This design comes from an exercise in tuning for small area, a short achievable clock period and few clock cycles on the open sky130 flow, not from production work. Function was not checked in any run shown here: the RTL went through the layout flow alone. Power is estimated from default activity; no workload was simulated.

<file path="flow/config.mk">
export PLATFORM = sky130hd
export DESIGN_NAME = cbor_item_head_parser_top
export DESIGN_NICKNAME = cbor_item_head_parser_top
export VERILOG_FILES = /design/flow/design.v
export SDC_FILE = /design/flow/constraint.sdc
export NUM_CORES = 4
export LEC_CHECK = 0
export CAP_MARGIN = 20
export CORE_MARGIN = 2
export CORE_UTILIZATION = 40
export SLEW_MARGIN = 20
</file>
<file path="flow/constraint.sdc">
create_clock -name core_clock -period 4.0 [get_ports {clock}]
set_input_delay 0.8000 -clock core_clock [delete_from_list [all_inputs] [get_ports {clock}]]
set_output_delay 0.8000 -clock core_clock [all_outputs]
set_load 0.01 [all_outputs]
</file>
<file path="flow/design.v">
package cihp_pkg;
   localparam logic [1:0] KIND_HEAD    = 2'd0;
   localparam logic [1:0] KIND_PAYLOAD = 2'd1;
   localparam logic [1:0] KIND_ERROR   = 2'd2;
   localparam logic [1:0] ERR_BAD_INFO   = 2'd0;
   localparam logic [1:0] ERR_HEAD_TRUNC = 2'd1;
   localparam logic [1:0] ERR_PAY_TRUNC  = 2'd2;
   localparam logic [1:0] PH_IDLE    = 2'd0;
   localparam logic [1:0] PH_EXT     = 2'd1;
   localparam logic [1:0] PH_PAYLOAD = 2'd2;
   localparam logic [1:0] PH_DROP    = 2'd3;
   localparam int VALUE_W = 64;
   localparam int BYTE_W  = 8;
   localparam int MAJOR_W = 3;
   localparam int INFO_W  = 5;
   localparam logic [MAJOR_W-1:0] MAJ_BYTES = 3'd2;
   localparam logic [MAJOR_W-1:0] MAJ_TEXT  = 3'd3;
endpackage
module cihp_front (
   input  logic                         clock,
   input  logic                         reset,
   input  logic                         in_valid,
   input  logic [cihp_pkg::BYTE_W-1:0]  byte_in,
   input  logic                         final_byte,
   input  logic                         res_free,    
   input  logic                         res_pend,    
   output logic                         step,        
   output logic                         res_new,     
   output logic [1:0]                   res_kind,
   output logic [1:0]                   res_ecode,
   output logic                         res_done,
   output logic                         res_two,
   output logic [cihp_pkg::MAJOR_W-1:0] res_major,
   output logic [cihp_pkg::VALUE_W-1:0] value
);
   logic [1:0]                     phase_ff, phase_in;
   logic [cihp_pkg::MAJOR_W-1:0]   major_ff, major_in;
   logic [2:0]                     ext_left_ff, ext_left_in;
   logic [cihp_pkg::VALUE_W-1:0]   x_ff, x_in;
   logic [cihp_pkg::INFO_W-1:0]    info;
   logic                           info_imm, info_ext;
   logic [cihp_pkg::VALUE_W-1:0]   shifted;
   logic                           need_pay;
   logic                           ext_last;
   logic                           pay_last;
   logic                           str_major;
   assign value = x_ff;
   always_comb begin
      info      = byte_in[cihp_pkg::INFO_W-1:0];
      info_imm  = (info < 5'd24);
      info_ext  = !info_imm && (info <= 5'd27);
      shifted   = {x_ff[cihp_pkg::VALUE_W-cihp_pkg::BYTE_W-1:0], byte_in};
      ext_last  = (ext_left_ff == 3'd0);
      pay_last  = (x_ff == cihp_pkg::VALUE_W'(1));
      phase_in    = phase_ff;
      major_in    = major_ff;
      ext_left_in = ext_left_ff;
      x_in        = x_ff;
      res_new     = 1'b0;
      res_kind    = cihp_pkg::KIND_HEAD;
      res_ecode   = cihp_pkg::ERR_BAD_INFO;
      res_done    = 1'b0;
      res_two     = 1'b0;
      str_major   = (major_ff == cihp_pkg::MAJ_BYTES) || (major_ff == cihp_pkg::MAJ_TEXT);
      need_pay    = 1'b0;
      case (phase_ff)
         cihp_pkg::PH_IDLE: begin
            major_in    = byte_in[cihp_pkg::BYTE_W-1:cihp_pkg::INFO_W];
            str_major   = (major_in == cihp_pkg::MAJ_BYTES) || (major_in == cihp_pkg::MAJ_TEXT);
            x_in        = info_imm ? cihp_pkg::VALUE_W'(info) : '0;
            ext_left_in = {info[1] & info[0], info[1], info[1] | info[0]};
            if (info_imm) begin
               need_pay = str_major && (info != '0);
               res_new  = 1'b1;
               res_done = !need_pay;
               res_two  = need_pay && final_byte;
               phase_in = (need_pay && !final_byte) ? cihp_pkg::PH_PAYLOAD : cihp_pkg::PH_IDLE;
            end else if (info_ext) begin
               res_new   = final_byte;
               res_kind  = cihp_pkg::KIND_ERROR;
               res_ecode = cihp_pkg::ERR_HEAD_TRUNC;
               phase_in  = final_byte ? cihp_pkg::PH_IDLE : cihp_pkg::PH_EXT;
            end else begin
               res_new   = 1'b1;
               res_kind  = cihp_pkg::KIND_ERROR;
               res_ecode = cihp_pkg::ERR_BAD_INFO;
               phase_in  = final_byte ? cihp_pkg::PH_IDLE : cihp_pkg::PH_DROP;
            end
         end
         cihp_pkg::PH_EXT: begin
            x_in        = shifted;
            ext_left_in = ext_left_ff - 3'd1;
            if (ext_last) begin
               need_pay = str_major && (shifted != '0);
               res_new  = 1'b1;
               res_done = !need_pay;
               res_two  = need_pay && final_byte;
               phase_in = (need_pay && !final_byte) ? cihp_pkg::PH_PAYLOAD : cihp_pkg::PH_IDLE;
            end else begin
               res_new   = final_byte;
               res_kind  = cihp_pkg::KIND_ERROR;
               res_ecode = cihp_pkg::ERR_HEAD_TRUNC;
               phase_in  = final_byte ? cihp_pkg::PH_IDLE : cihp_pkg::PH_EXT;
            end
         end
         cihp_pkg::PH_PAYLOAD: begin
            x_in     = x_ff - cihp_pkg::VALUE_W'(1);
            res_new  = 1'b1;
            res_kind = cihp_pkg::KIND_PAYLOAD;
            res_done = pay_last;
            res_two  = !pay_last && final_byte;
            phase_in = (pay_last || final_byte) ? cihp_pkg::PH_IDLE : cihp_pkg::PH_PAYLOAD;
         end
         default: begin
            phase_in = final_byte ? cihp_pkg::PH_IDLE : cihp_pkg::PH_DROP;
         end
      endcase
      res_major = major_in;
      step = in_valid && res_free && (!res_pend || !res_new);
   end
   always_ff @(posedge clock) begin
      if (reset) begin
         phase_ff <= cihp_pkg::PH_IDLE;
      end else if (step) begin
         phase_ff <= phase_in;
      end
   end
   always_ff @(posedge clock) begin
      if (step) begin
         major_ff    <= major_in;
         ext_left_ff <= ext_left_in;
         x_ff        <= x_in;
      end
   end
endmodule
module cihp_queue (
   input  logic                         clock,
   input  logic                         reset,
   input  logic                         push,
   input  logic [cihp_pkg::BYTE_W-1:0]  byte_in,
   input  logic                         final_in,
   output logic                         full,
   input  logic                         pop,
   output logic                         valid,
   output logic [cihp_pkg::BYTE_W-1:0]  byte_out,
   output logic                         final_out
);
   logic                        m_valid_ff, s_valid_ff;
   logic [cihp_pkg::BYTE_W-1:0] m_byte_ff, s_byte_ff;
   logic                        m_fin_ff, s_fin_ff;
   logic                        accept;
   assign full      = s_valid_ff;
   assign accept    = push && !s_valid_ff;
   assign valid     = m_valid_ff;
   assign byte_out  = m_byte_ff;
   assign final_out = m_fin_ff;
   always_ff @(posedge clock) begin
      if (reset) begin
         m_valid_ff <= 1'b0;
         s_valid_ff <= 1'b0;
      end else begin
         if (s_valid_ff) begin
            if (pop) s_valid_ff <= 1'b0;
         end else if (accept) begin
            if (m_valid_ff && !pop) s_valid_ff <= 1'b1;
            else                    m_valid_ff <= 1'b1;
         end else if (pop) begin
            m_valid_ff <= 1'b0;
         end
      end
   end
   always_ff @(posedge clock) begin
      if (!m_valid_ff || pop) begin
         m_byte_ff <= s_valid_ff ? s_byte_ff : byte_in;
         m_fin_ff  <= s_valid_ff ? s_fin_ff  : final_in;
      end
      if (!s_valid_ff) begin
         s_byte_ff <= byte_in;
         s_fin_ff  <= final_in;
      end
   end
endmodule
module cihp_back (
   input  logic                           clock,
   input  logic                           reset,
   input  logic                           step,
   input  logic                           res_new,
   input  logic [1:0]                     res_kind,
   input  logic [1:0]                     res_ecode,
   input  logic                           res_done,
   input  logic                           res_two,
   input  logic [cihp_pkg::MAJOR_W-1:0]   res_major,
   input  logic [cihp_pkg::BYTE_W-1:0]    res_byte,
   input  logic [cihp_pkg::VALUE_W-1:0]   value,
   output logic                           res_free,
   output logic                           res_pend,
   output logic                           rsp_empty,
   input  logic                           rsp_pop,
   output logic [1:0]                     rsp_kind,
   output logic [cihp_pkg::MAJOR_W-1:0]   rsp_major_type,
   output logic [cihp_pkg::VALUE_W-1:0]   rsp_head_value,
   output logic [cihp_pkg::BYTE_W-1:0]    rsp_payload_byte,
   output logic [1:0]                     rsp_error_code,
   output logic                           rsp_item_done,
   output logic                           rsp_run_end
);
   logic                         valid_ff, pend_ff;
   logic [1:0]                   kind_ff, ecode_ff;
   logic                         done_ff;
   logic [cihp_pkg::MAJOR_W-1:0] major_ff;
   logic [cihp_pkg::BYTE_W-1:0]  pbyte_ff;
   assign res_free = !valid_ff || rsp_pop;
   assign res_pend = pend_ff;
   always_ff @(posedge clock) begin
      if (reset) begin
         valid_ff <= 1'b0;
         pend_ff  <= 1'b0;
      end else if (res_free) begin
         if (pend_ff) begin
            valid_ff <= 1'b1;
            pend_ff  <= 1'b0;
         end else begin
            valid_ff <= step && res_new;
            pend_ff  <= step && res_new && res_two;
         end
      end
   end
   always_ff @(posedge clock) begin
      if (res_free) begin
         if (pend_ff) begin
            kind_ff  <= cihp_pkg::KIND_ERROR;
            ecode_ff <= cihp_pkg::ERR_PAY_TRUNC;
            done_ff  <= 1'b0;
            pbyte_ff <= '0;
         end else begin
            kind_ff  <= res_kind;
            ecode_ff <= res_ecode;
            done_ff  <= res_done;
            major_ff <= res_major;
            pbyte_ff <= (res_kind == cihp_pkg::KIND_PAYLOAD) ? res_byte : '0;
         end
      end
   end
   assign rsp_empty        = !valid_ff;
   assign rsp_kind         = kind_ff;
   assign rsp_major_type   = major_ff;
   assign rsp_head_value   = (kind_ff == cihp_pkg::KIND_HEAD) ? value : '0;
   assign rsp_payload_byte = pbyte_ff;
   assign rsp_error_code   = ecode_ff;
   assign rsp_item_done    = done_ff;
   assign rsp_run_end      = !pend_ff;
endmodule
module cbor_item_head_parser_top (
   input  logic                           clock,
   input  logic                           reset,
   input  logic                           req_push,
   output logic                           req_full,
   input  logic [cihp_pkg::BYTE_W-1:0]    req_byte_in,
   input  logic                           req_final_byte,
   output logic                           rsp_empty,
   input  logic                           rsp_pop,
   output logic [1:0]                     rsp_kind,
   output logic [cihp_pkg::MAJOR_W-1:0]   rsp_major_type,
   output logic [cihp_pkg::VALUE_W-1:0]   rsp_head_value,
   output logic [cihp_pkg::BYTE_W-1:0]    rsp_payload_byte,
   output logic [1:0]                     rsp_error_code,
   output logic                           rsp_item_done,
   output logic                           rsp_run_end
);
   logic                         b_valid;
   logic [cihp_pkg::BYTE_W-1:0]  b_byte;
   logic                         b_final;
   logic                         step;
   logic                         res_free, res_pend, res_new, res_done, res_two;
   logic [1:0]                   res_kind, res_ecode;
   logic [cihp_pkg::MAJOR_W-1:0] res_major;
   logic [cihp_pkg::VALUE_W-1:0] value;
   cihp_queue u_queue (
      .clock     (clock),
      .reset     (reset),
      .push      (req_push),
      .byte_in   (req_byte_in),
      .final_in  (req_final_byte),
      .full      (req_full),
      .pop       (step),
      .valid     (b_valid),
      .byte_out  (b_byte),
      .final_out (b_final)
   );
   cihp_front u_front (
      .clock      (clock),
      .reset      (reset),
      .in_valid   (b_valid),
      .byte_in    (b_byte),
      .final_byte (b_final),
      .res_free   (res_free),
      .res_pend   (res_pend),
      .step       (step),
      .res_new    (res_new),
      .res_kind   (res_kind),
      .res_ecode  (res_ecode),
      .res_done   (res_done),
      .res_two    (res_two),
      .res_major  (res_major),
      .value      (value)
   );
   cihp_back u_back (
      .clock            (clock),
      .reset            (reset),
      .step             (step),
      .res_new          (res_new),
      .res_kind         (res_kind),
      .res_ecode        (res_ecode),
      .res_done         (res_done),
      .res_two          (res_two),
      .res_major        (res_major),
      .res_byte         (b_byte),
      .value            (value),
      .res_free         (res_free),
      .res_pend         (res_pend),
      .rsp_empty        (rsp_empty),
      .rsp_pop          (rsp_pop),
      .rsp_kind         (rsp_kind),
      .rsp_major_type   (rsp_major_type),
      .rsp_head_value   (rsp_head_value),
      .rsp_payload_byte (rsp_payload_byte),
      .rsp_error_code   (rsp_error_code),
      .rsp_item_done    (rsp_item_done),
      .rsp_run_end      (rsp_run_end)
   );
endmodule
</file>
<file path="flow/run.sh">
#!/bin/bash
# synth_recipe.tcl (not shown) runs the flow's synth.tcl, then flattens the netlist and writes it again
# the make line also repeats each setting of config.mk as NAME=value (left out here)
make -C /OpenROAD-flow-scripts/flow DESIGN_CONFIG=/design/flow/config.mk WORK_HOME=/design/flow/orfs CLKGATE_MAP_FILE= SYNTH_SCRIPT=/design/flow/synth_recipe.tcl finish
</file>
==> results of run 1 <==
==> worst max path at each step <==
stage | endpoint | depth (start not counted) | slack (ps)
final | rsp_head_value[6] | 4 | 1000
after global routing | u_front.x_ff[50] | 6 | 770
after detailed placement | u_queue.m_byte_ff[3] | 5 | 990
after CTS | u_queue.m_byte_ff[4] | 5 | 960
after global placement | u_queue.m_fin_ff | 5 | 1120
after floorplan | u_front.x_ff[0] | 4 | 370
==> power groups by stage <==
stage                     registers [uW]  logic, uW  clock network [uW]
after floorplan                     1450        288                   0
after global placement              1480        570                   0
after detailed placement            1480        579                   0
after CTS                           1450        581                 917
after global routing                1470        626                 957
final                               1450        575                 903
==> registers in the layout, summed over array words and instances (netlist names) <==
signal and flops:
u_front.ext_left_ff 3, u_queue.m_byte_ff 8, u_front.major_ff 3, u_front.phase_ff 2, u_queue.s_fin_ff 1, u_back.done_ff 1, u_queue.m_fin_ff 1, u_queue.m_valid_ff 1
u_queue.s_byte_ff 8, u_back.kind_ff 2, u_back.pbyte_ff 8, u_back.valid_ff 1, u_back.major_ff 3, u_front.x_ff 64, u_queue.s_valid_ff 1, u_back.ecode_ff 2
u_back.pend_ff 1
==> routing by layer <==
layer | vias up | part of all wire, % | GRT usage [%]
li1 | 2410 | - | -
met1 | 2478 | 46 | 27.7
met2 | 141 | 48 | 32.3
met3 | 18 | 4.2 | 2.36
met4 | 0 | 1.6 | 7.45
met5 | - | 0 | 0
==> area by class of cell <==
| cell class | count | area (sq um) | area share (%) |
|---|---|---|---|
| Timing Repair Buffer | 102 | 1030 | 13.0 |
| Inverter | 17 | 63.8 | 0.806 |
| Clock buffer | 10 | 239 | 3.02 |
| Sequential cell | 110 | 3150 | 39.8 |
| Clock inverter | 6 | 55.1 | 0.695 |
| Multi-Input combinational cell | 476 | 3110 | 39.3 |
| Tap cell | 216 | 270 | 3.41 |
==> cells in the mapped netlist, drive strengths merged, types with 15 or more instances <==
cell	count
xor2	38
clkbuf	28
nand2	79
nor2	31
o21ai	58
nor2b	17
nor4	17
xnor2	21
dfxtp	15
inv	17
nor3	22
and2	73
edfxtp	95
==> kinds of logic (layout without fill, tap and decap cells) <==
kind of cell,after synthesis,in the layout
AND/OR/NAND/NOR,297,297
flip-flops,110,110
XOR/XNOR,59,59
adder cells (fa/ha/maj),10,10
AO/OA/AOI/OAI,96,96
buffers and inverters,46,135
multiplexers,14,14
==> per-stage QoR <==
stage               util (%)  hold WS, ps
finish                  50.2          480
detailed placement      48.3          464
global placement        48.3          456
floorplan                  -          446
CTS                     50.2          485
global route            50.2          499
==> notes.md, run 1 <==
crit-path cells nor2_2 > buf_4 > and2_1 > clkdlybuf4s50_1; Die Area between 0.015 and 0.02 sq mm; Final Cycle Share 75.0%; gr ovfl total 0; DRC viols 0; setup slack after layout 999 ps; # fillers roughly 1500; CTS buffer count 9; # setup viols final 0; worst r2r path cells 6; placed inst area ~0.0076 sq mm; crit-path max cell delay about 550 ps; H-tree depth 3; dpl cells just over 900; TritonCTS clock tree yes; Max-cap violations 0; effective utilization at floorplan approximately two fifths; Slew Viols, Final 0; Clock Skews around 10 ps; Finished Layout Cells 937; Worst-path clk slew roughly 80 ps; run status complete, no violations; Cell Area, Synth 0.00642 sq mm; Worst Tran Pin Value 723 ps; IO Port Bufs 95; vias in the first global route ~5000; RSZ-0062 raised after global routing false; Psw ~820 uW; initial antenna violation count 0; nets 739; Avg WL per Cell between 15 and 20 um; FF-to-FF setup slack around 1100 ps; sequential power share between 40 and 50%; Setup Total Neg Slack 0 ps; global-route wire length before repair 26300 um; Peak supply drop 0.228 mV; clock share of power 30.8%; Synth area leader edfxtp_1; hold buffer count at CTS 0; share of the synthesized area in the top cell type between 40% and 50%; worst r2r src u_front.x_ff[21]; crit path launch type flop; vias per cell approximately 5.4; type of the worst setup path flop to primary output; largest family of logic cells by synthesized area simple AND/OR/NAND/NOR gates; core area ~0.016 sq mm; routability cong. between 0.8 and 0.9; Int Power 2110 uW; EDFF count, synth 95; remaining antenna violation count after routing 0; drt total wl 16400 um; net count after synthesis about 660; DP Wirelength between 10000 and 15000 um; yosys warns 3; Post CTS Setup Buffer Count 0; Crit. End Element primary output; Die X 131 um; CP delay by family, top buffers and inverters; final hold vios 0; initial DRC count approximately 550; total power slightly below 3000 uW; beginning of the critical path u_back.kind_ff[1]; synthesized instance count 632; WHS Path Cells 1; commonest cells after routing, fill and taps aside 95 x clkdlybuf4s50_1, 95 x edfxtp_1, 79 x nand2_1, 73 x and2_1, 51 x o21ai_0; io pins between 90 and 100; minimum clock period after layout around 3000 ps; Worst Hold Endpoint u_queue.s_byte_ff[3]; Antenna Cells 0; Resized cells post-CTS 0; Power Density between 300 and 400 mW/mm^2; post-synthesis mux area share under 10%; slowest cell on the critical path clkdlybuf4s50_1; die height about 130 um; switching fraction of total power around 28%; Post-Place Worst Slack slightly below 1000 ps; GRT Total Usage between 10% and 20%; Worst Hold Class flop to flop; critical path arrival 2200 ps; row count between 40 and 50; share of layout cells above drive strength 1 ~7.8%; Logic pwr share 19.6%; TritonRoute pass-1 iters 5; #FFs+latches synth between 100 and 150; Post-Synth XOR/XNOR Area under 10%; area delta synth->final 23.3%; Buf/Inv on CP 2; Max FO, Critical Path 61; Clk Latency, worst-skew pair 370 ps; hold_sp u_queue.s_byte_ff[3]; Seq/Total Area, Yosys about half; Clock Path Buffers 2; post-synthesis simple-gate area fraction around 27%; Yosys cell types 56; post-route cell area just under 0.008 sq mm; Leak between 0.002 and 0.003 uW; Crit path required time about 3200 ps; DR vias around 5000; adder-cell share of the synthesized area 1.95%; worst rel slew slack between 50% and 60%; clock tree root buffer cell clkbuf_16; Avg Inst Size Synth 10.2 sq um; FFs w/ async S/R, synth 0%; clk sinks 110; fmax about 330 MHz; Top FF cell, synth edfxtp_1; reg2reg end u_front.x_ff[50]; Area contributors post-synth edfxtp_1 44%, and2_1 7.1%, xor2_1 5.2%; post-synthesis compound-gate area fraction under 10%; largest net degree at the start of global routing 62
==> run 2, diff against run 1 <==
--- a/flow/config.mk
+++ b/flow/config.mk
@@ -7,2 +7,3 @@
 export LEC_CHECK = 0
+export ABC_CLOCK_PERIOD_IN_PS = 1500
 export CAP_MARGIN = 20
@@ -10,2 +11,3 @@
 export CORE_UTILIZATION = 40
+export SETUP_SLACK_MARGIN = 2.2
 export SLEW_MARGIN = 20
==> run 2 against run 1 <==
Core utilization grew 16 points. Sequential power is essentially flat. Final cell count grew 15%. Synthesized area is the same. Routed wire length grew 41%. Register-to-register slack gained 350 ps. Critical path depth grew 5. Clock-buffer cell count is the same.
==> notes.md, run 2 <==
critical path arrival 2690 ps (+490 ps); dpl cells 919 (-0.22%); run status complete, no violations; commonest non-fill, non-tap cell in the layout buf_6; GRT met3 Usage 6.19% (+3.8 points); Cell Area, Synth 0.00642 sq mm (unchanged); Yosys cell types 56 (unchanged); Seq/Total Area, Yosys 49.1% (unchanged); EDFF count, synth 95 (unchanged); global-route wire length before repair 33000 um (+25%); global routing's busiest layer met2; Clock Path Buffers 2 (unchanged); Leak 0.00401 uW (+53%); synthesized instance count 632 (unchanged); Slew Viols, Final 0 (unchanged); Top FF cell, synth edfxtp_1; io pins 96 (unchanged); Power Density 336 mW/mm^2 (-9.3%); clk sinks 110 (unchanged); sequential power share 41.4% (-8.2 points); DP Wirelength 11700 um (+0.32%); fmax 385 MHz (+15%); die height 131 um (unchanged); Psw 1040 uW (+26%); area delta synth->final 62.0%; Avg Inst Size Synth 10.2 sq um (unchanged); final hold vios 0 (unchanged); most flop-heavy register u_front.x_ff; Setup Total Neg Slack 0 ps (unchanged); Finished Layout Cells 1074 (+15%); Clock Skews 10.4 ps (+0.416 ps); worst rel slew slack 39.6% (-12 points); Synth area leader edfxtp_1; #FFs+latches synth 110 (unchanged); share of layout cells above drive strength 1 49.9% (+42 points); Clk Latency, worst-skew pair 370 ps (about the same); Post-Place Worst Slack 1260 ps (+269 ps); gr ovfl total 0 (unchanged); initial antenna violation count 0 (unchanged); Area contributors post-synth edfxtp_1 44%, and2_1 7.1%, xor2_1 5.2%; TritonRoute pass-1 iters 6 (+1); Int Power 2450 uW (+16%); RSZ-0062 raised after global routing true; Crit path required time 4090 ps (+890 ps); commonest cells after routing, fill and taps aside 103 x buf_6, 95 x edfxtp_1, 74 x buf_4, 69 x nand2_1, 61 x and2_4; routability cong. 0.823 (-3.7%); DR vias 6078 (+20%); Die X 131 um (unchanged); GRT Total Usage 25.7% (+5.8 points); Logic pwr share 31.6% (+12 points); Worst Hold Class flop to flop; switching fraction of total power 29.8% (+1.6 points); DRC viols 0 (unchanged); type of the worst setup path flop to flop; core area 0.0158 sq mm (unchanged); Worst-path clk slew 80 ps (about the same); M1 GR Usage 32.9% (+5.2 points); Peak supply drop 0.252 mV (+10%); nets 876 (+19%); Avg WL per Cell 21.5 um (+23%); vias in the first global route 5783 (+18%); Max FO, Critical Path 5 (-92%); Worst Tran Pin Value 901 ps (+178 ps); net count after synthesis 655 (unchanged); CTS buffer count 9 (unchanged); clock tree root buffer cell clkbuf_16; TritonCTS clock tree yes; setup slack after layout 1400 ps (+402 ps); Final Cycle Share 65.0% (-10 points); FFs w/ async S/R, synth 0% (unchanged); H-tree depth 3 (unchanged); effective utilization at floorplan 40.7% (unchanged); Max-cap violations 0 (unchanged); total power 3490 uW (+19%); clock share of power 27.0% (-3.8 points); Crit. End Element flop; Die Area 0.0171 sq mm (unchanged); share of the synthesized area in the top cell type 44.4% (unchanged); met2 usage 41.8% (+9.5 points); crit path launch type flop; remaining antenna violation count after routing 0 (unchanged); max FFs per register 64 (unchanged); IO Port Bufs 95 (unchanged); most frequent cell after synthesis edfxtp_1; largest net degree at the start of global routing 46 (-26%); yosys warns 3 (unchanged); row count 46 (unchanged); vias per cell 5.66 (+5.1%); initial DRC count 737 (+33%); drt total wl 23100 um (+41%); Antenna Cells 0 (unchanged); minimum clock period after layout 2600 ps (-402 ps); # setup viols final 0 (unchanged); synth cell count leaders 95 x edfxtp_1, 79 x nand2_1, 73 x and2_1
==> run 2: kinds of logic after synthesis <==
| group | after synthesis | synth area share, % |
|---|---|---|
| AOI/OAI and AO/OA | 96 | 8.92 |
| xor gates and xnor gates | 59 | 8.04 |
| adders and majority gates | 10 | 1.95 |
| buffers and inverters | 46 | 2.80 |
| DFF | 110 | 49.1 |
| muxes | 14 | 2.42 |
| and+or+nand+nor | 297 | 26.8 |
==> run 2: power by group through the flow <==
stage	sequential (uW)	clock (uW)	combinational, uW
2_1_floorplan	1450	0	393
3_3_place_gp	1480	0	646
3_5_place_dp	1490	0	653
4_1_cts	1440	954	1040
5_1_grt	1460	995	1160
6_report	1450	942	1100
==> run 2: layout make-up <==
| class | instances | area (sq um) |
|---|---|---|
| Fill cell | 1146 | 5360 |
| Multi-Input combinational cell | 479 | 4010 |
| Sequential cell | 110 | 3160 |
| Timing Repair Buffer | 236 | 2570 |
| Tap cell | 216 | 270 |
| Clock buffer | 10 | 250 |
| Inverter | 17 | 80.1 |
| Clock inverter | 6 | 61.3 |
==> run 2: final timing paths <==
check	from	to	slack, ps	depth (start not counted)
max	u_front.x_ff[0]	u_front.x_ff[49]	1400	9
min	u_queue.s_byte_ff[6]	u_queue.s_byte_ff[6]	480	1
max reg2reg	u_front.x_ff[0]	u_front.x_ff[49]	1400	9
min reg2reg	u_queue.s_byte_ff[6]	u_queue.s_byte_ff[6]	480	1
==> run 2: metal layers <==
layer / part of all wire [%] / vias to the layer above
met5: 0 / -
met3: 7.5 / 87
li1: - / 2696
met1: 39 / 2970
met2: 49 / 325
met4: 4.2 / 0
==> run 2: per-stage QoR <==
stage	util [%]	area (sq um)	hold slack, ps
5_1_grt	66.0	10400	493
2_1_floorplan	-	6830	446
6_report	66.0	10400	475
3_3_place_gp	50.2	7920	455
3_5_place_dp	50.2	7920	464
4_1_cts	62.6	9870	483
==> run 2: repair_timing <==
action                     CTS  global route
hold buffers                 0             0
gates resized for setup    495            86
pin swaps                   55            63
gates cloned                16             1
setup endpoints to repair  232           229
setup buffers               93            29
==> run 2: critical path: stages (launching register included) <==
cell and delay (ps):
edfxtp_1 420, buf_6 150, or4_4 570, nor4_4 170
buf_6 190, buf_12 110, nand4b_4 180, nor3_2 240
xnor2_1 170, o21ai_0 120
==> run 3, diff against run 2 <==
--- a/flow/design.v
+++ b/flow/design.v
@@ -32,3 +32,3 @@
    output logic                         res_two,
-   output logic [cihp_pkg::MAJOR_W-1:0] res_major,
+   output logic [cihp_pkg::MAJOR_W-1:0] major,       
    output logic [cihp_pkg::VALUE_W-1:0] value
@@ -38,6 +38,6 @@
    logic [2:0]                     ext_left_ff, ext_left_in;
-   logic [cihp_pkg::VALUE_W-1:0]   x_ff, x_in;
+   logic [cihp_pkg::VALUE_W-1:0]   xn_ff, xn_in;    
    logic [cihp_pkg::INFO_W-1:0]    info;
    logic                           info_imm, info_ext;
-   logic [cihp_pkg::VALUE_W-1:0]   shifted;
+   logic [cihp_pkg::VALUE_W-1:0]   shifted_n;
    logic                           need_pay;
@@ -46,3 +46,4 @@
    logic                           str_major;
-   assign value = x_ff;
+   assign value = ~xn_ff;
+   assign major = major_ff;
    always_comb begin
@@ -51,5 +52,5 @@
       info_ext  = !info_imm && (info <= 5'd27);
-      shifted   = {x_ff[cihp_pkg::VALUE_W-cihp_pkg::BYTE_W-1:0], byte_in};
+      shifted_n = {xn_ff[cihp_pkg::VALUE_W-cihp_pkg::BYTE_W-1:0], ~byte_in};
       ext_last  = (ext_left_ff == 3'd0);
-      pay_last  = (x_ff == cihp_pkg::VALUE_W'(1));
+      pay_last  = (xn_ff == ~(cihp_pkg::VALUE_W'(1)));
       phase_in    = phase_ff;
@@ -57,3 +58,3 @@
       ext_left_in = ext_left_ff;
-      x_in        = x_ff;
+      xn_in       = xn_ff;
       res_new     = 1'b0;
@@ -69,3 +70,3 @@
             str_major   = (major_in == cihp_pkg::MAJ_BYTES) || (major_in == cihp_pkg::MAJ_TEXT);
-            x_in        = info_imm ? cihp_pkg::VALUE_W'(info) : '0;
+            xn_in       = info_imm ? ~(cihp_pkg::VALUE_W'(info)) : '1;
             ext_left_in = {info[1] & info[0], info[1], info[1] | info[0]};
@@ -90,6 +91,6 @@
          cihp_pkg::PH_EXT: begin
-            x_in        = shifted;
+            xn_in       = shifted_n;
             ext_left_in = ext_left_ff - 3'd1;
             if (ext_last) begin
-               need_pay = str_major && (shifted != '0);
+               need_pay = str_major && (shifted_n != '1);
                res_new  = 1'b1;
@@ -106,3 +107,3 @@
          cihp_pkg::PH_PAYLOAD: begin
-            x_in     = x_ff - cihp_pkg::VALUE_W'(1);
+            xn_in    = xn_ff + cihp_pkg::VALUE_W'(1);
             res_new  = 1'b1;
@@ -117,4 +118,3 @@
       endcase
-      res_major = major_in;
-      step = in_valid && res_free && (!res_pend || !res_new);
+      step = in_valid && res_free && !res_pend;
    end
@@ -131,3 +131,3 @@
          ext_left_ff <= ext_left_in;
-         x_ff        <= x_in;
+         xn_ff       <= xn_in;
       end
@@ -147,24 +147,16 @@
 );
-   logic                        m_valid_ff, s_valid_ff;
-   logic [cihp_pkg::BYTE_W-1:0] m_byte_ff, s_byte_ff;
-   logic                        m_fin_ff, s_fin_ff;
+   logic                        valid_ff;
+   logic [cihp_pkg::BYTE_W-1:0] byte_ff;
+   logic                        fin_ff;
    logic                        accept;
-   assign full      = s_valid_ff;
-   assign accept    = push && !s_valid_ff;
-   assign valid     = m_valid_ff;
-   assign byte_out  = m_byte_ff;
-   assign final_out = m_fin_ff;
+   assign full      = valid_ff && !pop;
+   assign accept    = push && !full;
+   assign valid     = valid_ff;
+   assign byte_out  = byte_ff;
+   assign final_out = fin_ff;
    always_ff @(posedge clock) begin
       if (reset) begin
-         m_valid_ff <= 1'b0;
-         s_valid_ff <= 1'b0;
-      end else begin
-         if (s_valid_ff) begin
-            if (pop) s_valid_ff <= 1'b0;
-         end else if (accept) begin
-            if (m_valid_ff && !pop) s_valid_ff <= 1'b1;
-            else                    m_valid_ff <= 1'b1;
-         end else if (pop) begin
-            m_valid_ff <= 1'b0;
-         end
+         valid_ff <= 1'b0;
+      end else if (!full) begin
+         valid_ff <= push;
       end
@@ -172,9 +164,5 @@
    always_ff @(posedge clock) begin
-      if (!m_valid_ff || pop) begin
-         m_byte_ff <= s_valid_ff ? s_byte_ff : byte_in;
-         m_fin_ff  <= s_valid_ff ? s_fin_ff  : final_in;
-      end
-      if (!s_valid_ff) begin
-         s_byte_ff <= byte_in;
-         s_fin_ff  <= final_in;
+      if (accept) begin
+         byte_ff <= byte_in;
+         fin_ff  <= final_in;
       end
@@ -191,3 +179,3 @@
    input  logic                           res_two,
-   input  logic [cihp_pkg::MAJOR_W-1:0]   res_major,
+   input  logic [cihp_pkg::MAJOR_W-1:0]   major,
    input  logic [cihp_pkg::BYTE_W-1:0]    res_byte,
@@ -209,3 +197,2 @@
    logic                         done_ff;
-   logic [cihp_pkg::MAJOR_W-1:0] major_ff;
    logic [cihp_pkg::BYTE_W-1:0]  pbyte_ff;
@@ -238,3 +225,2 @@
             done_ff  <= res_done;
-            major_ff <= res_major;
             pbyte_ff <= (res_kind == cihp_pkg::KIND_PAYLOAD) ? res_byte : '0;
@@ -245,3 +231,3 @@
    assign rsp_kind         = kind_ff;
-   assign rsp_major_type   = major_ff;
+   assign rsp_major_type   = major;
    assign rsp_head_value   = (kind_ff == cihp_pkg::KIND_HEAD) ? value : '0;
@@ -275,3 +261,3 @@
    logic [1:0]                   res_kind, res_ecode;
-   logic [cihp_pkg::MAJOR_W-1:0] res_major;
+   logic [cihp_pkg::MAJOR_W-1:0] major;
    logic [cihp_pkg::VALUE_W-1:0] value;
@@ -303,3 +289,3 @@
       .res_two    (res_two),
-      .res_major  (res_major),
+      .major      (major),
       .value      (value)
@@ -315,3 +301,3 @@
       .res_two          (res_two),
-      .res_major        (res_major),
+      .major            (major),
       .res_byte         (b_byte),
==> flow/flow/run.sh (new file) <==
#!/bin/bash
# The standard layout, with plain buf_1 cells as the port buffers instead of
# the default delay cells. Each tool's output is kept in flow_standard.log.
set -euo pipefail
bash standard.sh BUFFER_PORTS_ARGS="-buffer_cell sky130_fd_sc_hd__buf_1" finish > flow_standard.log 2>&1
==> flow/standard.sh (new file) <==
#!/bin/bash
# synth_recipe.tcl (not shown) runs the flow's synth.tcl, then flattens the netlist and writes it again
# the make line also repeats each setting of config.mk as NAME=value (left out here)
make -C /OpenROAD-flow-scripts/flow DESIGN_CONFIG=/design/flow/config.mk WORK_HOME=/design/flow/orfs CLKGATE_MAP_FILE= SYNTH_SCRIPT=/design/flow/synth_recipe.tcl "${@:-finish}"
--- a/flow/config.mk
+++ b/flow/config.mk
@@ -7,7 +7,6 @@
 export LEC_CHECK = 0
-export ABC_CLOCK_PERIOD_IN_PS = 1500
 export CAP_MARGIN = 20
 export CORE_MARGIN = 2
-export CORE_UTILIZATION = 40
-export SETUP_SLACK_MARGIN = 2.2
+export CORE_UTILIZATION = 60
+export CTS_BUF_LIST = sky130_fd_sc_hd__clkbuf_8
 export SLEW_MARGIN = 20
removed: flow/run.sh
==> run 3 against run 2 <==
Still clean. Synthesized cell count shrank 9.5%. Via count shrank 19%. Clock-buffer cell count shrank 1. Clock skew grew 2.6 ps. Critical path depth shrank 2. Final cell count shrank 28%. Sequential power shrank 16%. Sequential cell count shrank 13. Highest routed layer unchanged.
==> notes.md, run 3 <==
DP Wirelength 10200 um (-13%); Area contributors post-synth edfxtp_1 47%, a221o_1 7.7%, nor2_1 5.8%; critical path arrival 3090 ps (+400 ps); slowest cell on the critical path nor4_4; hold_sp u_back.pend_ff; Setup Total Neg Slack 0 ps (unchanged); run status complete, no violations; routability cong. 0.920 (+12%); vias in the first global route 4538 (-22%); minimum clock period after layout 2970 ps (+369 ps); worst r2r src u_front.xn_ff[1]; EDFF count, synth 92 (-3.2%); Yosys cell types 53 (-5.4%); net count after synthesis 594 (-9.3%); worst r2r path cells 7 (-2); final hold vios 0 (unchanged); Max FO, Critical Path 14 (+9); beginning of the critical path u_front.xn_ff[1]; Die X 103 um (-22%); DR vias 4933 (-19%); Leak 0.00213 uW (-47%); global-route wire length before repair 23500 um (-29%); Post CTS Setup Buffer Count 0 (-100%); area delta synth->final 10.9%; Clock Skews 13.1 ps (+2.63 ps); clock share of power 32.2% (+5.2 points); # fillers 768 (-33%); remaining antenna violation count after routing 0 (unchanged); DRC viols 0 (unchanged); share of the synthesized area in the top cell type 47.4% (+3.0 points); Avg WL per Cell 19.6 um (-9.0%); Power Density 348 mW/mm^2 (+3.5%); Clk Latency, worst-skew pair 370 ps (about the same); vias per cell 6.36 (+12%); Clock Path Buffers 2 (unchanged); Top FF cell, synth edfxtp_1; TritonCTS clock tree yes; TritonRoute pass-1 iters 6 (unchanged); Die Area 0.0105 sq mm (-38%); Synth area leader edfxtp_1; Antenna Cells 0 (unchanged); Slew Viols, Final 0 (unchanged); yosys warns 3 (unchanged); most flop-heavy register u_front.xn_ff; Crit. End Element flop; Peak supply drop 0.220 mV (-13%); H-tree depth 3 (unchanged); io pins 96 (unchanged); most frequent cell after synthesis edfxtp_1; # setup viols final 0 (unchanged); Worst Hold Class flop to flop; switching fraction of total power 27.5% (-2.3 points); type of the worst setup path flop to flop; initial antenna violation count 0 (unchanged); drt total wl 15200 um (-34%); commonest cells after routing, fill and taps aside 95 x buf_1, 92 x edfxtp_1, 89 x nor2_1, 45 x a221o_1, 32 x xnor2_1; crit-path max cell delay 630 ps (+60 ps); CP delay by family, top simple AND/OR/NAND/NOR gates; #FFs+latches synth 97 (-12%); effective utilization at floorplan 62.4% (+22 points); fmax 337 MHz (-12%); Crit path required time 4120 ps (+30 ps); worst rel slew slack 28.9% (-11 points); gr ovfl total 0 (unchanged); Avg Inst Size Synth 10.2 sq um (+0.18%); initial DRC count 375 (-49%); multi-input logic area 0.00271 sq mm (-32%); register area 0.00286 sq mm (-9.5%); cell depth of the worst setup path 7 (-2); RSZ-0062 raised after global routing false; GRT Total Usage 28.8% (+3.1 points); IO Port Bufs 95 (unchanged); Seq/Total Area, Yosys 49.2% (+0.067 points); Cell Area, Synth 0.00582 sq mm (-9.3%); Psw 616 uW (-41%); clk sinks 97 (-12%); crit path launch type flop; clock tree root buffer cell clkbuf_8; CTS buffer count 9 (unchanged); Worst Tran Pin Value 1070 ps (+166 ps); WHS Path Cells 0 (-1); max FFs per register 64 (unchanged); FFs w/ async S/R, synth 0% (unchanged); fin util 69.3% (+3.3 points); biggest regs u_front.xn_ff (64), u_back.pbyte_ff (8), u_queue.byte_ff (8); Max-cap violations 0 (unchanged); Int Power 1630 uW (-34%); Buf/Inv on CP 0 (-3); Logic pwr share 13.5% (-18 points); Resized cells post-CTS 0 (-100%); commonest non-fill, non-tap cell in the layout buf_1; nets 664 (-24%); die height 103 um (-22%); synthesized instance count 572 (-9.5%); total power 2250 uW (-36%); crit-path cells ha_1 > nand3_1 > or2_0 > nor4_4 > nand4_1 > xnor2_1 > a221o_1; Worst-path clk slew 100 ps (+20 ps); Final Cycle Share 74.2% (+9.2 points); core area 0.00933 sq mm (-41%); hold buffer count at CTS 0 (unchanged); share of layout cells above drive strength 1 5.56% (-44 points); row count 35 (-24%); sequential power share 54.3% (+13 points); largest net degree at the start of global routing 65 (+41%); synth cell count leaders 92 x edfxtp_1, 90 x nor2_1, 45 x a221o_1
-- run 3: metrics by stage --
stage / hold WS, ps / std cells / area [sq um] / setup slack (ps)
2_1_floorplan: 467 / 572 / 5830 / 85.4
3_3_place_gp: 548 / 760 / 6240 / 1150
3_5_place_dp: 557 / 760 / 6240 / 1060
4_1_cts: 561 / 776 / 6460 / 1030
5_1_grt: 570 / 776 / 6460 / 873
6_report: 557 / 776 / 6460 / 1030
-- run 3: layout make-up --
class	instances	share of cell area [%]
clock buffer	9	1.92
timing repair buffer	103	6.45
clock inverter	7	1.53
multi-input combinational	408	42.0
sequential	97	44.3
tap	129	2.50
inverter	23	1.34
-- run 3: metal layers --
metal | global-route usage (%) | vias up | wire length, um
met5 | 0 | - | 0
met4 | 8.00 | 0 | 230
met3 | 5.63 | 22 | 1250
met2 | 45.6 | 255 | 7070
met1 | 40.9 | 2372 | 6640
li1 | - | 2284 | -
-- run 3: kinds of logic after synthesis --
family / share of synthesized area (%)
buffers and inverters: 4.51
flip-flops: 49.2
XOR/XNOR: 9.32
AND/OR/NAND/NOR: 21.7
AO/OA/AOI/OAI: 13.4
adder cells (fa/ha/maj): 1.93
-- run 3: final timing paths --
path	to	slack [ps]
worst max-delay path	u_front.xn_ff[40]	1030
worst min-delay path	u_back.ecode_ff[1]	560
worst max register to register	u_front.xn_ff[40]	1030
worst min register to register	u_back.ecode_ff[1]	560
-- run 3: power by group through the flow --
stage	combinational, uW	clock (uW)	sequential (uW)
2_1_floorplan	215	0	1230
3_3_place_gp	293	0	1240
3_5_place_dp	300	0	1240
4_1_cts	303	731	1220
5_1_grt	335	763	1230
6_report	302	723	1220
==> run 4, diff against run 3 <==
==> flow/run.sh (new file) <==
#!/bin/bash
# synth_recipe.tcl (not shown) runs the flow's synth.tcl, then flattens the netlist and writes it again
# the make line also repeats each setting of config.mk as NAME=value (left out here)
make -C /OpenROAD-flow-scripts/flow DESIGN_CONFIG=/design/flow/config.mk WORK_HOME=/design/flow/orfs CLKGATE_MAP_FILE= SYNTH_SCRIPT=/design/flow/synth_recipe.tcl finish
removed: flow/flow/run.sh
removed: flow/standard.sh
==> run 4 against run 3 <==
Synthesized area stayed put. Critical path depth is 1 lower. Clock power is 9.3% lower. Combinational power is 22% higher. Critical endpoint is now req_full. Highest routed layer unchanged.
==> notes.md, run 4 <==
Antenna Cells 0 (unchanged); core area 0.00933 sq mm (unchanged); RSZ-0062 raised after global routing false; global-route wire length before repair 24200 um (+3.4%); H-tree depth 3 (unchanged); clock tree root buffer cell clkbuf_8; GRT Total Usage 29.7% (+0.90 points); share of the synthesized area in the top cell type 47.4% (unchanged); Crit path required time 3200 ps (-920 ps); Synth area leader edfxtp_1; nets 664 (unchanged); largest family of logic cells by synthesized area simple AND/OR/NAND/NOR gates; Peak supply drop 0.248 mV (+13%); io pins 96 (unchanged); Leak 0.00236 uW (+10%); Yosys cell types 53 (unchanged); most frequent cell after synthesis edfxtp_1; FF-to-FF setup slack 1030 ps (about the same); Cell Area, Synth 0.00582 sq mm (unchanged); Area contributors post-synth edfxtp_1 47%, a221o_1 7.7%, nor2_1 5.8%; gr ovfl total 0 (unchanged); #FFs+latches synth 97 (unchanged); Post-Synth XOR/XNOR Area 9.32% (unchanged); commonest non-fill, non-tap cell in the layout clkdlybuf4s50_1; effective utilization at floorplan 62.4% (unchanged); setup slack after layout 843 ps (-189 ps); reg2reg end u_front.xn_ff[40]; DR vias 4976 (+0.87%); Seq/Total Area, Yosys 49.2% (unchanged); area delta synth->final 20.9%; row count 35 (unchanged); crit path launch type input pin; clk sinks 97 (unchanged); register area 0.00286 sq mm (unchanged); Power Density 319 mW/mm^2 (-8.3%); minimum clock period after layout 3160 ps (+189 ps); # fillers 692 (-9.9%); yosys warns 3 (unchanged); vias per cell 6.41 (+0.87%); Crit. End Element primary output; Avg Inst Size Synth 10.2 sq um (unchanged); Clock Path Buffers 2 (unchanged); Die X 103 um (unchanged); vias in the first global route 4621 (+1.8%); worst r2r path cells 7 (unchanged); EDFF count, synth 92 (unchanged); multi-input logic area 0.00271 sq mm (unchanged); CTS buffer count 9 (unchanged); final hold vios 0 (unchanged); DP Wirelength 10100 um (-1.4%); worst r2r src u_front.xn_ff[1]; routability cong. 0.950 (+3.2%); Max-cap violations 0 (unchanged); post-synthesis compound-gate area fraction 13.4% (unchanged); largest net degree at the start of global routing 65 (unchanged); synth cell count leaders 92 x edfxtp_1, 90 x nor2_1, 45 x a221o_1; TritonRoute pass-1 iters 5 (-1); DRC viols 0 (unchanged); Resized cells post-CTS 0 (unchanged); fmax 317 MHz (-6.0%); WHS Path Cells 0 (unchanged); net count after synthesis 594 (unchanged); placed inst area 0.00684 sq mm (+9.7%); TritonCTS clock tree yes; post-synthesis mux area share 0% (unchanged); hold_sp u_back.pend_ff; Die Area 0.0105 sq mm (unchanged); Final Cycle Share 78.9% (+4.7 points); Worst Tran Pin Value 1010 ps (-61.5 ps); Avg WL per Cell 19.5 um (-0.52%); type of the worst setup path input pin to primary output; initial antenna violation count 0 (unchanged); Max FO, Critical Path 16 (+2); total power 2240 uW (about the same); commonest cells after routing, fill and taps aside 95 x clkdlybuf4s50_1, 92 x edfxtp_1, 89 x nor2_1, 45 x a221o_1, 32 x xnor2_1; drt total wl 15100 um (-0.52%); Worst Hold Class flop to flop; Top FF cell, synth edfxtp_1; beginning of the critical path rsp_pop; post-synthesis simple-gate area fraction 21.7% (unchanged); initial DRC count 392 (+4.5%); Setup Total Neg Slack 0 ps (unchanged); FFs w/ async S/R, synth 0% (unchanged); Worst Hold Endpoint u_back.ecode_ff[1]; # setup viols final 0 (unchanged); remaining antenna violation count after routing 0 (unchanged); adder-cell share of the synthesized area 1.93% (unchanged); Clock Skews 11.2 ps (-1.85 ps); die height 103 um (unchanged); biggest regs u_front.xn_ff (64), u_back.pbyte_ff (8), u_queue.byte_ff (8); hold buffer count at CTS 0 (unchanged); post-route cell area 0.00704 sq mm (+9.0%); share of layout cells above drive strength 1 5.56% (unchanged); most flop-heavy register u_front.xn_ff; Worst-path clk slew 100 ps (about the same); critical path arrival 2360 ps (-730 ps); worst rel slew slack 33.0% (+4.1 points); Slew Viols, Final 0 (unchanged); run status complete, no violations; IO Port Bufs 95 (unchanged); max FFs per register 64 (unchanged); Post-Place Worst Slack 850 ps (-210 ps); Clk Latency, worst-skew pair 370 ps (about the same); synthesized instance count 572 (unchanged); Post CTS Setup Buffer Count 0 (unchanged)
==> run 4: metal layers <==
metal  track usage, %  vias to the layer above  routed length, um
li1                 -                     2281                  -
met1             44.5                     2401               6540
met2             46.0                      273               7130
met3             4.68                       21               1250
met4             7.08                        0                194
met5                0                        -                  0
==> run 4: report_power, final <==
group | switching [uW] | internal [uW] | total [uW]
Clock | 365 | 291 | 656
Combinational | 200 | 168 | 368
Sequential | 51.0 | 1170 | 1220
==> run 4: cells by family after synthesis <==
logic type | Yosys count
buffers and inverters | 67
AND/OR/NAND/NOR | 246
flip-flops | 97
XOR/XNOR | 62
adder cells (fa/ha/maj) | 9
AO/OA/AOI/OAI | 91
==> run 4: final cells by class <==
| class | instances | area share, % |
|---|---|---|
| flip-flops and latches | 97 | 40.7 |
| inverters | 23 | 1.23 |
| repair buffers | 103 | 14.5 |
| well taps | 129 | 2.29 |
| clock buffers | 9 | 1.76 |
| multi-input cells | 408 | 38.5 |
| clock inverters | 7 | 1.03 |
==> run 4: how the worst max path moves through the flow <==
| stage | endpoint | cells after the start |
|---|---|---|
| final | req_full | 6 |
| after global placement | req_full | 6 |
| after floorplan | u_front.phase_ff[1] | 6 |
| after global routing | req_full | 6 |
| after CTS | rsp_head_value[42] | 3 |
| after detailed placement | req_full | 6 |
==> run 4: worst max-delay path, stage by stage <==
cell             delay, ps
clkdlybuf4s50_1        390
nand2b_1               130
buf_4                  200
nand2_1                100
and2_1                 180
clkdlybuf4s50_1        560
==> run 4: per-stage QoR <==
step	util, %	hold slack, ps	std cells
CTS	75.5	536	776
floorplan	-	467	572
finish	75.5	531	776
global placement	73.4	529	760
detailed placement	73.4	525	760
global route	75.5	559	776
==> run 5, diff against run 4 <==
--- a/flow/design.v
+++ b/flow/design.v
@@ -135,37 +135,2 @@
 endmodule
-module cihp_queue (
-   input  logic                         clock,
-   input  logic                         reset,
-   input  logic                         push,
-   input  logic [cihp_pkg::BYTE_W-1:0]  byte_in,
-   input  logic                         final_in,
-   output logic                         full,
-   input  logic                         pop,
-   output logic                         valid,
-   output logic [cihp_pkg::BYTE_W-1:0]  byte_out,
-   output logic                         final_out
-);
-   logic                        valid_ff;
-   logic [cihp_pkg::BYTE_W-1:0] byte_ff;
-   logic                        fin_ff;
-   logic                        accept;
-   assign full      = valid_ff && !pop;
-   assign accept    = push && !full;
-   assign valid     = valid_ff;
-   assign byte_out  = byte_ff;
-   assign final_out = fin_ff;
-   always_ff @(posedge clock) begin
-      if (reset) begin
-         valid_ff <= 1'b0;
-      end else if (!full) begin
-         valid_ff <= push;
-      end
-   end
-   always_ff @(posedge clock) begin
-      if (accept) begin
-         byte_ff <= byte_in;
-         fin_ff  <= final_in;
-      end
-   end
-endmodule
 module cihp_back (
@@ -255,5 +220,2 @@
 );
-   logic                         b_valid;
-   logic [cihp_pkg::BYTE_W-1:0]  b_byte;
-   logic                         b_final;
    logic                         step;
@@ -263,14 +225,3 @@
    logic [cihp_pkg::VALUE_W-1:0] value;
-   cihp_queue u_queue (
-      .clock     (clock),
-      .reset     (reset),
-      .push      (req_push),
-      .byte_in   (req_byte_in),
-      .final_in  (req_final_byte),
-      .full      (req_full),
-      .pop       (step),
-      .valid     (b_valid),
-      .byte_out  (b_byte),
-      .final_out (b_final)
-   );
+   assign req_full = res_pend || !res_free;
    cihp_front u_front (
@@ -278,5 +229,5 @@
       .reset      (reset),
-      .in_valid   (b_valid),
-      .byte_in    (b_byte),
-      .final_byte (b_final),
+      .in_valid   (req_push),
+      .byte_in    (req_byte_in),
+      .final_byte (req_final_byte),
       .res_free   (res_free),
@@ -302,3 +253,3 @@
       .major            (major),
-      .res_byte         (b_byte),
+      .res_byte         (req_byte_in),
       .value            (value),
==> flow/flow/run.sh (new file) <==
#!/bin/bash
# The standard layout, with plain buf_1 cells as the port buffers instead of
# the default delay cells. Each tool's output is kept in flow_standard.log.
set -euo pipefail
bash standard.sh BUFFER_PORTS_ARGS="-buffer_cell sky130_fd_sc_hd__buf_1" finish > flow_standard.log 2>&1
==> flow/standard.sh (new file) <==
#!/bin/bash
# synth_recipe.tcl (not shown) runs the flow's synth.tcl, then flattens the netlist and writes it again
# the make line also repeats each setting of config.mk as NAME=value (left out here)
make -C /OpenROAD-flow-scripts/flow DESIGN_CONFIG=/design/flow/config.mk WORK_HOME=/design/flow/orfs CLKGATE_MAP_FILE= SYNTH_SCRIPT=/design/flow/synth_recipe.tcl "${@:-finish}"
--- a/flow/config.mk
+++ b/flow/config.mk
@@ -9,4 +9,5 @@
 export CORE_MARGIN = 2
-export CORE_UTILIZATION = 60
+export CORE_UTILIZATION = 65
 export CTS_BUF_LIST = sky130_fd_sc_hd__clkbuf_8
+export SETUP_SLACK_MARGIN = 1.3
 export SLEW_MARGIN = 20
removed: flow/run.sh
==> run 5 against run 4 <==
Clock power shrank 5.9%. Sequential power fell by 5%. Combinational power up 42%. Sequential cell count down 10. Die area down 7.3%. Hold slack improved by 42 ps. Global-route usage grew 3.3 points. First-iteration DRC count increased by 42%. Maximum frequency is 18% higher. Largest cell class is now multi-input gates. Largest power group unchanged.
==> notes.md, run 5 <==
run status complete, no violations; setup slack after layout 1320 ps (+481 ps); type of the worst setup path flop to flop; effective utilization at floorplan 66.9% (+4.4 points); Clock Path Buffers 2 (unchanged); final hold vios 0 (unchanged); synth cell count leaders 90 x nor2_1, 83 x edfxtp_1, 70 x nand2_1; post-synthesis compound-gate area fraction 14.0% (+0.58 points); RSZ-0062 raised after global routing true; post-route cell area 0.00656 sq mm (-6.8%); row count 34 (-2.9%); gr ovfl total 0 (unchanged); io pins 96 (unchanged); Power Density 351 mW/mm^2 (+10%); vias per cell 6.82 (+6.3%); vias in the first global route 5156 (+12%); Yosys cell types 57 (+7.5%); Worst-path clk slew 110 ps (about the same); commonest non-fill, non-tap cell in the layout buf_1; #FFs+latches synth 87 (-10%); die height 98.7 um (-3.7%); Worst Tran Pin Value 940 ps (-65.7 ps); Die X 98.7 um (-3.7%); remaining antenna violation count after routing 0 (unchanged); clock tree root buffer cell clkbuf_8; Seq/Total Area, Yosys 44.1% (-5.1 points); adder-cell share of the synthesized area 1.93% (-0.0029 points); Setup Total Neg Slack 0 ps (unchanged); worst rel slew slack 37.3% (+4.3 points); most flop-heavy register u_front.xn_ff; Final Cycle Share 66.9% (-12 points); Clock Skews 17.4 ps (+6.14 ps); hold buffer count at CTS 0 (unchanged); Avg Inst Size Synth 9.14 sq um (-10%); Synth area leader edfxtp_1; critical path arrival 2810 ps (+450 ps); TritonRoute pass-1 iters 5 (unchanged); post-synthesis mux area share 0.172% (+0.17 points); Leak 0.00212 uW (-10%); global-route wire length before repair 26100 um (+7.7%); # setup viols final 0 (unchanged); largest net degree at the start of global routing 74 (+14%); share of layout cells above drive strength 1 9.02% (+3.5 points); Top FF cell, synth edfxtp_1; minimum clock period after layout 2680 ps (-481 ps); Antenna Cells 0 (unchanged); share of the synthesized area in the top cell type 42.7% (-4.7 points); Avg WL per Cell 19.7 um (+1.4%); crit path launch type flop; Worst Hold Class flop to flop; Max-cap violations 0 (unchanged); crit-path max cell delay 830 ps (+270 ps); FFs w/ async S/R, synth 0% (unchanged); EDFF count, synth 83 (-9.8%); hold slack 573 ps (+41.8 ps); synthesized instance count 638 (+12%); Max FO, Critical Path 7 (-9); commonest cells after routing, fill and taps aside 95 x buf_1, 89 x nor2_1, 83 x edfxtp_1, 70 x nand2_1, 33 x nand4_1; Crit. End Element flop; Slew Viols, Final 0 (unchanged); Post-Place Worst Slack 978 ps (+129 ps); placed inst area 0.00618 sq mm (-9.6%); biggest regs u_front.xn_ff (64), u_back.pbyte_ff (8); Clk Latency, worst-skew pair 380 ps (about the same); net count after synthesis 660 (+11%); IO Port Bufs 95 (unchanged); area delta synth->final 12.5%; DRC viols 0 (unchanged); clk sinks 87 (-10%); DR vias 5650 (+14%); most frequent cell after synthesis nor2_1; CTS buffer count 9 (unchanged); crit-path cells nand4_4 > or4_2 > buf_4 > nor4_1 > xor2_1 > a221o_1; DP Wirelength 10500 um (+3.9%); yosys warns 2 (-1); Area contributors post-synth edfxtp_1 43%, nor2_1 5.8%, nand2_1 4.5%; slowest cell on the critical path or4_2; H-tree depth 3 (unchanged); Post-Synth XOR/XNOR Area 4.80% (-4.5 points); drt total wl 16400 um (+8.3%); max FFs per register 64 (unchanged); Cell Area, Synth 0.00583 sq mm (+0.15%); routability cong. 0.927 (-2.4%); nets 738 (+11%); fmax 374 MHz (+18%); initial antenna violation count 0 (unchanged); Crit path required time 4130 ps (+930 ps); TritonCTS clock tree yes; post-synthesis simple-gate area fraction 29.9% (+8.2 points); Die Area 0.00975 sq mm (-7.3%); GRT Total Usage 33.0% (+3.3 points); Peak supply drop 0.228 mV (-8.2%); largest family of logic cells by synthesized area simple AND/OR/NAND/NOR gates; core area 0.00872 sq mm (-6.5%); initial DRC count 557 (+42%)
-- run 5: changes by cell type in the layout (fill, tap and decap cells not counted), sizes merged, moves of 16 or more --
cell / previous run / this run
buf: 8 / 119
clkdlybuf4s50: 95 / 0
nand2: 30 / 70
a221o: 46 / 24
nand4b: 1 / 20
xor2: 30 / 14
-- run 5: where the power goes --
part	total (uW)	internal (uW)	switching (uW)	leakage, uW
registers	1160	1090	77.1	0.000741
logic	524	179	345	0.00129
clock network	617	251	367	0.0000899
-- run 5: critical path: cells and delay by family, from the launching register on --
| kind | cells | cell delay, ps |
|---|---|---|
| XOR/XNOR | 1 | 110 |
| AND/OR/NAND/NOR | 3 | 1340 |
| buffers and inverters | 1 | 200 |
| AO/OA/AOI/OAI | 1 | 290 |
| flip-flops | 1 | 490 |
-- run 5: cells by family after synthesis --
| logic type | count (synthesis) |
|---|---|
| AOI/OAI and AO/OA | 104 |
| xor gates and xnor gates | 32 |
| adders and majority gates | 9 |
| buffers and inverters | 76 |
| DFF | 87 |
| muxes | 1 |
| and+or+nand+nor | 329 |
-- run 5: cell type report --
type	instances	area (sq um)
multi-input combinational	476	3040
sequential	87	2570
fill	647	2160
timing repair buffer	119	541
clock buffer	10	138
tap	108	135
inverter	23	86.3
clock inverter	6	50.0
-- run 5: path summary, 6_finish.rpt --
| path | start | to | slack [ps] | depth (start not counted) |
|---|---|---|---|---|
| worst min register to register | u_front.phase_ff[0] | u_front.phase_ff[0] | 570 | 2 |
| worst max register to register | u_front.xn_ff[12] | u_front.xn_ff[29] | 1320 | 6 |
| worst min-delay path | u_front.phase_ff[0] | u_front.phase_ff[0] | 570 | 2 |
| worst max-delay path | u_front.xn_ff[12] | u_front.xn_ff[29] | 1320 | 6 |
-- run 5: routing by layer --
layer | vias up | global-route usage (%) | wire length [um]
li1 | 2580 | - | -
met1 | 2659 | 47.9 | 6870
met2 | 384 | 51.4 | 7640
met3 | 27 | 5.18 | 1610
met4 | 0 | 10.7 | 243
met5 | - | 0 | 0
-- run 5: repair_timing --
item	4_1_cts	5_1_grt
pin swaps	0	2
resized for setup	4	8
setup endpoints to repair	28	23
gates cloned	0	1
setup buffers	2	15
-- run 5: metrics by stage --
step	utilization, %	total power (uW)	instances
global route	75.2	2380	829
CTS	73.4	2260	813
global placement	70.9	1650	795
floorplan	-	1510	638
finish	75.2	2300	829
detailed placement	70.9	1670	795
==> run 6, diff against run 5 <==
--- a/flow/config.mk
+++ b/flow/config.mk
@@ -11,3 +11,2 @@
 export CTS_BUF_LIST = sky130_fd_sc_hd__clkbuf_8
-export SETUP_SLACK_MARGIN = 1.3
 export SLEW_MARGIN = 20
==> run 6 against run 5 <==
Power decreased by 2.9%. Maximum frequency fell by 12%. Clock-buffer cell count shrank 1. Global-route usage down 0.23 points. Largest cell class unchanged. Largest power group unchanged. Setup slack lost 370 ps.
==> notes.md, run 6 <==
post-synthesis mux area share 0.172% (unchanged); global-route wire length before repair 26200 um (+0.34%); io pins 96 (unchanged); Avg WL per Cell 20.1 um (+1.7%); Setup Total Neg Slack 0 ps (unchanged); EDFF count, synth 83 (unchanged); minimum clock period after layout 3050 ps (+375 ps); Crit. End Element flop; worst rel slew slack 34.3% (-2.9 points); DRC viols 0 (unchanged); critical path arrival 3150 ps (+340 ps); Final Cycle Share 76.3% (+9.4 points); initial DRC count 502 (-9.9%); Cell Area, Synth 0.00583 sq mm (unchanged); share of the synthesized area in the top cell type 42.7% (unchanged); clock tree root buffer cell clkbuf_8; Buf/Inv on CP 0 (-1); Seq/Total Area, Yosys 44.1% (unchanged); most frequent cell after synthesis nor2_1; Power Density 352 mW/mm^2 (+0.15%); # setup viols final 0 (unchanged); DR vias 5514 (-2.4%); final hold vios 0 (unchanged); Clock Skews 23.5 ps (+6.13 ps); routability cong. 0.905 (-2.4%); Max-cap violations 0 (unchanged); CTS buffer count 9 (unchanged); synth cell count leaders 90 x nor2_1, 83 x edfxtp_1, 70 x nand2_1; crit path launch type flop; worst r2r path cells 5 (-1); Avg Inst Size Synth 9.14 sq um (unchanged); nets 719 (-2.6%); total power 2240 uW (-2.9%); Die Area 0.00975 sq mm (unchanged); reg2reg end u_front.xn_ff[40]; Synth area leader edfxtp_1; WHS Path Cells 0 (-2); initial antenna violation count 0 (unchanged); effective utilization at floorplan 66.9% (unchanged); run status complete, no violations; hold_sp u_back.pend_ff; Worst Hold Class flop to flop; beginning of the critical path u_front.xn_ff[12]; largest family of logic cells by synthesized area simple AND/OR/NAND/NOR gates; die height 98.7 um (unchanged); #FFs+latches synth 87 (unchanged); hold buffer count at CTS 0 (unchanged); worst r2r src u_front.xn_ff[12]; remaining antenna violation count after routing 0 (unchanged); crit-path max cell delay 850 ps (+20 ps); row count 34 (unchanged); synthesized instance count 638 (unchanged); clk sinks 87 (unchanged); Clock Path Buffers 2 (unchanged); vias in the first global route 5200 (+0.85%); net count after synthesis 660 (unchanged); dpl cells 794 (-0.13%); Area contributors post-synth edfxtp_1 43%, nor2_1 5.8%, nand2_1 4.5%; Slew Viols, Final 0 (unchanged); RSZ-0062 raised after global routing false; gr ovfl total 0 (unchanged); area delta synth->final 9.01%; TritonRoute pass-1 iters 5 (unchanged); Post CTS Setup Buffer Count 0 (-2); crit-path cells nand4_2 > or4_1 > or3_1 > o311ai_0 > nand4_1; yosys warns 2 (unchanged); hold slack 574 ps (+1.46 ps); largest net degree at the start of global routing 74 (unchanged); IO Port Bufs 95 (unchanged); TritonCTS clock tree yes; Die X 98.7 um (unchanged); Clk Latency, worst-skew pair 370 ps (about the same); Resized cells post-CTS 0 (-4); Worst Hold Endpoint u_back.ecode_ff[1]; Yosys cell types 57 (unchanged); Leak 0.00202 uW (-4.8%); Antenna Cells 0 (unchanged); Top FF cell, synth edfxtp_1; post-route cell area 0.00636 sq mm (-3.1%); FF-to-FF setup slack 950 ps (-370 ps); Max FO, Critical Path 16 (+9); post-synthesis compound-gate area fraction 14.0% (unchanged); Crit path required time 4100 ps (-30 ps); core area 0.00872 sq mm (unchanged); drt total wl 16300 um (-0.67%); H-tree depth 3 (unchanged); fmax 328 MHz (-12%); most flop-heavy register u_front.xn_ff; Post-Synth XOR/XNOR Area 4.80% (unchanged); max FFs per register 64 (unchanged); FFs w/ async S/R, synth 0% (unchanged); adder-cell share of the synthesized area 1.93% (unchanged); CP delay by family, top simple AND/OR/NAND/NOR gates; biggest regs u_front.xn_ff (64), u_back.pbyte_ff (8); post-synthesis simple-gate area fraction 29.9% (unchanged); GRT Total Usage 32.8% (-0.23 points); commonest cells after routing, fill and taps aside 95 x buf_1, 89 x nor2_1, 83 x edfxtp_1, 70 x nand2_1, 33 x nand4_1; Worst-path clk slew 110 ps (about the same); share of layout cells above drive strength 1 5.13% (-3.9 points); placed inst area 0.00618 sq mm (unchanged); vias per cell 6.81 (-0.12%); Worst Tran Pin Value 984 ps (+44.1 ps); slowest cell on the critical path or4_1; type of the worst setup path flop to flop; commonest non-fill, non-tap cell in the layout buf_1; DP Wirelength 10600 um (+0.98%); Peak supply drop 0.217 mV (-4.5%); Finished Layout Cells 810 (-2.3%)
## run 6: cell counts after synthesis
Identical to the previous run, type by type.
## run 6: where the power goes
part / switching [uW] / leakage (uW) / internal, uW
sequential: 81.2 / 0.000741 / 1080
clock: 351 / 0.0000834 / 227
combinational: 330 / 0.00119 / 162
total: 762 / 0.00202 / 1470
## run 6: metal layers
layer,vias up,GRT usage [%],part of all wire [%]
li1,2538,-,-
met1,2589,47.1,42
met2,362,53.5,48
met3,25,3.62,9.3
met4,0,9.06,1.3
met5,-,0,0
## run 6: final cells by class
| class | count | area [sq um] |
|---|---|---|
| multi-input combinational | 475 | 2980 |
| sequential | 87 | 2570 |
| fill | 692 | 2360 |
| timing repair buffer | 101 | 414 |
| tap | 108 | 135 |
| clock buffer | 9 | 124 |
| inverter | 23 | 86.3 |
| clock inverter | 7 | 48.8 |
## run 6: logic make-up (layout without fill, tap and decap cells)
family,count (synthesis),in the layout
DFF,87,87
adders and majority gates,9,9
buffers and inverters,76,140
muxes,1,1
xor gates and xnor gates,32,32
and+or+nand+nor,329,329
AOI/OAI and AO/OA,104,104
## run 6: worst reg2reg max path: stages (launching register included)
cell      delay (ps)
edfxtp_1         510
nand4_2          180
or4_1            850
or3_1            680
o311ai_0         420
nand4_1          140
## run 6: through the flow
step | setup slack, ps | utilization (%)
final | 950 | 72.9
after global routing | 764 | 72.9
after CTS | 978 | 72.9
after detailed placement | 999 | 70.9
after global placement | 1050 | 70.9
after floorplan | 402 | -
## run 6: worst max-delay path by stage
stage / to / slack (ps) / depth (start not counted)
6_report: u_front.xn_ff[40] / 950 / 5
3_5_place_dp: u_front.xn_ff[40] / 1000 / 5
3_3_place_gp: u_front.xn_ff[40] / 1050 / 5
5_1_grt: u_front.xn_ff[38] / 760 / 5
4_1_cts: u_front.xn_ff[40] / 980 / 5
2_1_floorplan: u_front.xn_ff[0] / 400 / 4

what the ideal ports hide:
No port has a modelled driver above. Below, the same layouts with a new extraction and two added sets of constraints.
Step 1, drivers: a clkbuf_16 drives clock and a buf_2 each remaining input, both assumed.
Step 2 adds t to the input delays and takes it off the output delays; t is the mean of the earliest and latest rising clock arrival at the registers after step 1. Input paths then give back, and output paths get back, about the clock's delay inside the block.
Slacks: no drivers / after step 1 / after step 2; pairs: no drivers / after step 1.
run	t (ns)	setup slack, ns	worst setup path at the end	slew at the worst register clock pin (ns)
run 1	0.403	0.999 / 0.956 / 1.048	register to register	0.08 / 0.08
run 2	0.407	1.401 / 1.401 / 1.301	input to register	0.08 / 0.08
run 3	0.394	1.032 / 1.032 / 1.032	register to register	0.10 / 0.10
run 4	0.398	0.843 / 0.820 / 0.820	input to output	0.10 / 0.10
run 5	0.401	1.324 / 1.324 / 1.285	input to register	0.11 / 0.11
run 6	0.390	0.950 / 0.950 / 0.950	register to register	0.11 / 0.11
After both steps every run listed still meets setup and hold. For run 2, which loses most, drivers alone change the setup slack by 0.000 ns; drivers and shift together by -0.100 ns.
